This design comes from an exercise in tuning for small area on the open sky130 flow, not from production work. The RTL was checked by simulation tests, not by an equivalence proof against the original design. No activity file was given, so power comes from the tool's default toggle rates.

Setup of run 1:
==> flow/design.v <==
package data_mem_pkg;
  typedef enum logic {S_CLEAR, S_IDLE} mem_state_t;
  localparam logic [63:0] CLR_VAL_DEFAULT = '0;
endpackage
module data_mem_bit (
  input  logic clk_i,
  input  logic sel_i,
  input  logic hold_i,
  input  logic d_i,
  output logic q_o
);
  always_ff @(posedge clk_i) begin
    q_o <= (sel_i & d_i) | (hold_i & q_o);
  end
endmodule
module data_mem_wsel (
  input  logic hi_ni,
  input  logic lo_ni,
  input  logic hi_we_i,
  input  logic lo_i,
  output logic sel_o,
  output logic hold_o
);
  assign sel_o  = ~(hi_ni | lo_ni);
  assign hold_o = ~(hi_we_i & lo_i);
endmodule
module data_mem_rd #(
  parameter int unsigned W = 3
) (
  input  logic [W-1:0] sel_i,
  input  logic [W-1:0] d_i,
  output logic         y_no
);
  assign y_no = ~|(sel_i & d_i);
endmodule
module data_mem_rdgate #(
  parameter int unsigned W    = 4,
  parameter bit          OR_N = 1'b0
) (
  input  logic [W-1:0] a_i,
  output logic         y_o
);
  assign y_o = OR_N ? ~|a_i : ~&a_i;
endmodule
module data_mem_rdtree #(
  parameter int unsigned N = 86
) (
  input  logic [N-1:0] in_ni,
  output logic         y_o
);
  function automatic integer fanin(input integer lvl);
    fanin = (lvl % 2 == 0) ? 4 : 2;
  endfunction
  function automatic integer cnt(input integer lvl);
    integer c;
    c = N;
    for (integer l = 0; l < 32; l = l + 1) begin
      if (l < lvl) c = (c + fanin(l) - 1) / fanin(l);
    end
    cnt = c;
  endfunction
  function automatic integer levels(input integer n);
    integer c, l;
    c = n;
    l = 0;
    for (integer i = 0; i < 32; i = i + 1) begin
      if (c > 1) begin
        c = (c + fanin(l) - 1) / fanin(l);
        l = l + 1;
      end
    end
    levels = l;
  endfunction
  localparam int unsigned NL = levels(N);
  logic [N-1:0] lvl [NL+1];
  assign lvl[0] = in_ni;
  for (genvar l = 0; l < NL; l++) begin : g_lvl
    localparam int unsigned F = fanin(l);
    for (genvar g = 0; g < cnt(l + 1); g++) begin : g_gate
      localparam int unsigned W = (cnt(l) - F * g < F) ? cnt(l) - F * g : F;
      data_mem_rdgate #(
        .W   (W),
        .OR_N(l % 2 == 1)
      ) u_gate (
        .a_i(lvl[l][F*g +: W]),
        .y_o(lvl[l+1][g])
      );
    end
    if (cnt(l + 1) < N) begin : g_pad
      assign lvl[l+1][N-1:cnt(l+1)] = '0;
    end
  end
  if (NL % 2 == 1) begin : g_pos
    assign y_o = lvl[NL][0];
  end else begin : g_neg
    assign y_o = ~lvl[NL][0];
  end
endmodule
module data_mem_array #(
  parameter int unsigned   AW      = 8,
  parameter int unsigned   DW      = 8,
  parameter logic [DW-1:0] CLR_VAL = '0
) (
  input  logic          clk_i,
  input  logic          clr_i,
  input  logic          we_i,
  input  logic [AW-1:0] addr_i,
  input  logic [DW-1:0] wdata_i,
  output logic [DW-1:0] rdata_o
);
  localparam int unsigned NW = 1 << AW;
  localparam int unsigned LW = AW / 2;         
  localparam int unsigned HW = AW - LW;
  localparam int unsigned NG = (NW + 2) / 3;   
  localparam bit          CLR_SEL = (CLR_VAL != '0);
  logic [DW-1:0]       mem_q [NW];
  logic [(1<<LW)-1:0]  lo_n, lo_wr;
  logic [(1<<HW)-1:0]  hi_n, hi_wr;
  logic [NW-1:0]       sel, hold;
  logic [DW-1:0]       wd;
  always_comb begin
    for (int k = 0; k < (1 << LW); k++) begin
      lo_n[k]  = ~((CLR_SEL & clr_i) | (addr_i[LW-1:0] == LW'(k)));
      lo_wr[k] = clr_i | (addr_i[LW-1:0] == LW'(k));
    end
    for (int j = 0; j < (1 << HW); j++) begin
      hi_n[j]  = ~((CLR_SEL & clr_i) | (addr_i[AW-1:LW] == HW'(j)));
      hi_wr[j] = clr_i | (we_i & (addr_i[AW-1:LW] == HW'(j)));
    end
  end
  assign wd = clr_i ? CLR_VAL : (we_i ? wdata_i : '0);
  for (genvar i = 0; i < NW; i++) begin : g_word
    data_mem_wsel u_wsel (
      .hi_ni  (hi_n[i >> LW]),
      .lo_ni  (lo_n[i % (1 << LW)]),
      .hi_we_i(hi_wr[i >> LW]),
      .lo_i   (lo_wr[i % (1 << LW)]),
      .sel_o  (sel[i]),
      .hold_o (hold[i])
    );
    for (genvar b = 0; b < DW; b++) begin : g_bit
      data_mem_bit u_bit (
        .clk_i (clk_i),
        .sel_i (sel[i]),
        .hold_i(hold[i]),
        .d_i   (wd[b]),
        .q_o   (mem_q[i][b])
      );
    end
  end
  for (genvar b = 0; b < DW; b++) begin : g_rd
    logic [NW-1:0] col;
    logic [NG-1:0] part_n;
    for (genvar i = 0; i < NW; i++) begin : g_col
      assign col[i] = mem_q[i][b];
    end
    for (genvar g = 0; g < NG; g++) begin : g_slice
      localparam int unsigned W = (NW - 3 * g < 3) ? NW - 3 * g : 3;
      data_mem_rd #(
        .W(W)
      ) u_rd (
        .sel_i(sel[3*g +: W]),
        .d_i  (col[3*g +: W]),
        .y_no (part_n[g])
      );
    end
    data_mem_rdtree #(
      .N(NG)
    ) u_tree (
      .in_ni(part_n),
      .y_o  (rdata_o[b])
    );
  end
endmodule
module data_mem_bank #(
  parameter int unsigned   AW       = 8,
  parameter int unsigned   DW       = 8,
  parameter bit            REG_READ = 1'b1,
  parameter logic [DW-1:0] CLR_VAL  = DW'(data_mem_pkg::CLR_VAL_DEFAULT)
) (
  input  logic          CLK,
  input  logic          RST_N,
  input  logic [AW-1:0] DataAddress,
  input  logic          ReadMem,
  input  logic          WriteMem,
  input  logic [DW-1:0] DataIn,
  input  logic          ClearMem,
  output logic [DW-1:0] DataOut,
  output logic          Busy,
  output logic          AccessErr
);
  logic          busy_q;
  logic [AW-1:0] clr_ptr_q;
  logic          access_err_q;
  logic [DW-1:0] rd_data;
  always_ff @(posedge CLK or negedge RST_N) begin
    if (!RST_N) begin
      busy_q       <= 1'b1;
      clr_ptr_q    <= '0;
      access_err_q <= 1'b0;
    end else begin
      access_err_q <= (ReadMem | WriteMem) & busy_q;
      if (busy_q) begin
        clr_ptr_q <= clr_ptr_q + AW'(1);
        if (clr_ptr_q == '1) busy_q <= 1'b0;
      end else if (ClearMem) begin
        busy_q <= 1'b1;
      end
    end
  end
  assign Busy      = busy_q;
  assign AccessErr = access_err_q;
  data_mem_array #(
    .AW(AW),
    .DW     (DW),
    .CLR_VAL(CLR_VAL)
  ) u_array (
    .clk_i    (CLK),
    .clr_i    (busy_q),
    .we_i     (WriteMem),
    .addr_i   (DataAddress),
    .wdata_i  (DataIn),
    .rdata_o  (rd_data)
  );
  if (REG_READ) begin : g_reg_read
    logic [DW-1:0] dout_q;
    always_ff @(posedge CLK or negedge RST_N) begin
      if (!RST_N) begin
        dout_q <= '0;
      end else if (!busy_q && ReadMem) begin
        dout_q <= WriteMem ? DataIn : rd_data;
      end
    end
    assign DataOut = dout_q;
  end else begin : g_comb_read
    assign DataOut = rd_data;
  end
endmodule
clock: 5.0 ns
lec_check: 0
cap_margin: 20
core_margin: 2
core_utilization: 55
cts_buf_list: sky130_fd_sc_hd__clkbuf_8
cts_cluster_diameter: 80
cts_cluster_size: 18
gpl_timing_driven: 0
place_density: 0.65
slew_margin: 20
synth_hierarchical: 1
run.sh (not shown) runs the stock make flow with config.mk's settings and CLKGATE_MAP_FILE= SYNTH_SCRIPT=/design/flow/synth_recipe.tcl, a recipe that flattens the netlist after the stock synthesis.
Run 1 -> stages 100% | layout checks FAIL | setup timing
The inputs of run 2 differ from those of run 1 as listed below.
- an added SETUP_SLACK_MARGIN of 0.3
- a change of CTS_CLUSTER_SIZE from 18 to 16
- a change of PLACE_DENSITY from 0.65 to 0.5
- a change of CORE_UTILIZATION from 55 to 35
Findings:
- Run 2 vs. run 1: slew at the pin with the worst max-slew slack moved down; cell area moved up; wire length of the first global-routing pass moved up; critical path depth moved up; via count of the first global-routing pass moved up.
- Changes observed in run 2 relative to run 1: share of the final layout cell area in sequential cells fell 1.2 points; hold-fix buffer count after cts about even.
- In summary, run 2 completed successfully, with a layout that passed the timing, DRC and antenna checks.
- Compared run 2 vs run 1, and synthesis-to-finish area growth is up in run 2.
- Sort run 2 and run 1 by net switching share of the total power desc -> top: run 2
- Taking run 1 as the reference, in run 2 power share of the clock group higher; via count lower.
Input changes introduced in run 3 (baseline for comparison: run 2):
- PLACE_DENSITY: 0.5 -> 0.6
- CTS_CLUSTER_DIAMETER: 80 -> 50
- CTS_CLUSTER_SIZE: 16 -> 20
- CTS_BUF_LIST: sky130_fd_sc_hd__clkbuf_8 -> sky130_fd_sc_hd__clkbuf_8 sky130_fd_sc_hd__clkbuf_16
- CORE_UTILIZATION: 35 -> 45
- Run 3: flow completed, timing, DRC and antenna clean
- Cmp run 3 and run 2 / floorplan die width / higher: run 2
- Worst hold slack on run 3 is ahead of run 2.
- Die area shrinks by more than 10% when moving from run 2 to run 3.
- Diff run 2 -> run 3: non-clock buffer count went down by about 2.6%, core utilization went up by 13 points.
Edits applied to the flow inputs when going from run 3 to run 4:
- swapping 0.6 for 0.65 in PLACE_DENSITY
- clearing SETUP_SLACK_MARGIN, which used to be 0.3
- swapping 20 for 30 in CTS_CLUSTER_SIZE
- swapping sky130_fd_sc_hd__clkbuf_8 sky130_fd_sc_hd__clkbuf_16 for sky130_fd_sc_hd__clkbuf_16 in CTS_BUF_LIST
- swapping 50 for 100 in CTS_CLUSTER_DIAMETER
- swapping 45 for 55 in CORE_UTILIZATION
--- outcome ---
To summarise run 4: no stage aborted, but the layout did not pass its checks, failing on setup timing. Compared with run 3, in run 4 routed length on met1 dropped about 3.7%; shortest clock period the worst path allows after layout +200 ps; worst setup slack decreased 200 ps; number of ordinary and repair buffers in the finished layout now sits higher; quantity of hold-fixing buffers added after cts flat. Run 4 vs run 3: overall routing resource usage up in run 4. Run 4 consumes less power than run 3 does. Compared run 4 vs run 3, and design area is down in run 4. Slowest stage cell on the critical path = clkdlybuf4s50_1: run 3; slowest stage cell on the critical path = a222oi_1: run 4. From run 3 to run 4 the numbers moved as follows: fmax fell about 4%; share of power burned in combinational logic rose 0.3 points.

static timing again, ports no longer ideal:
Ports are ideal in the flow. The routed layouts listed here were re-timed in OpenROAD. Step 1, drivers: a clkbuf_16 drives CLK and a buf_2 each remaining input, both assumed. Step 2 adds t to the input delays and takes it off the output delays; t is the mean of the earliest and latest rising clock arrival at the registers after step 1. Input paths then give back, and output paths get back, about the clock's delay inside the block. Slacks: ideal / step 1 / step 2; pairs: ideal / step 1.
run | t (ns) | slack for setup (ns) | worst setup path after step 2
run 1 | 0.967 | -0.085 / -0.037 / -1.004 | input to register
run 2 | 1.025 | 0.304 / 0.349 / -0.676 | input to register
run 3 | 0.891 | 0.148 / 0.203 / -0.688 | input to register
run 4 | 0.796 | -0.054 / 0.005 / -0.791 | input to register
With both steps, setup timing fails in run 2 and run 3, where it was met with ideal ports. The setup slack of run 2, which loses most, moves by +0.045 ns with the drivers and by -0.980 ns with both steps.
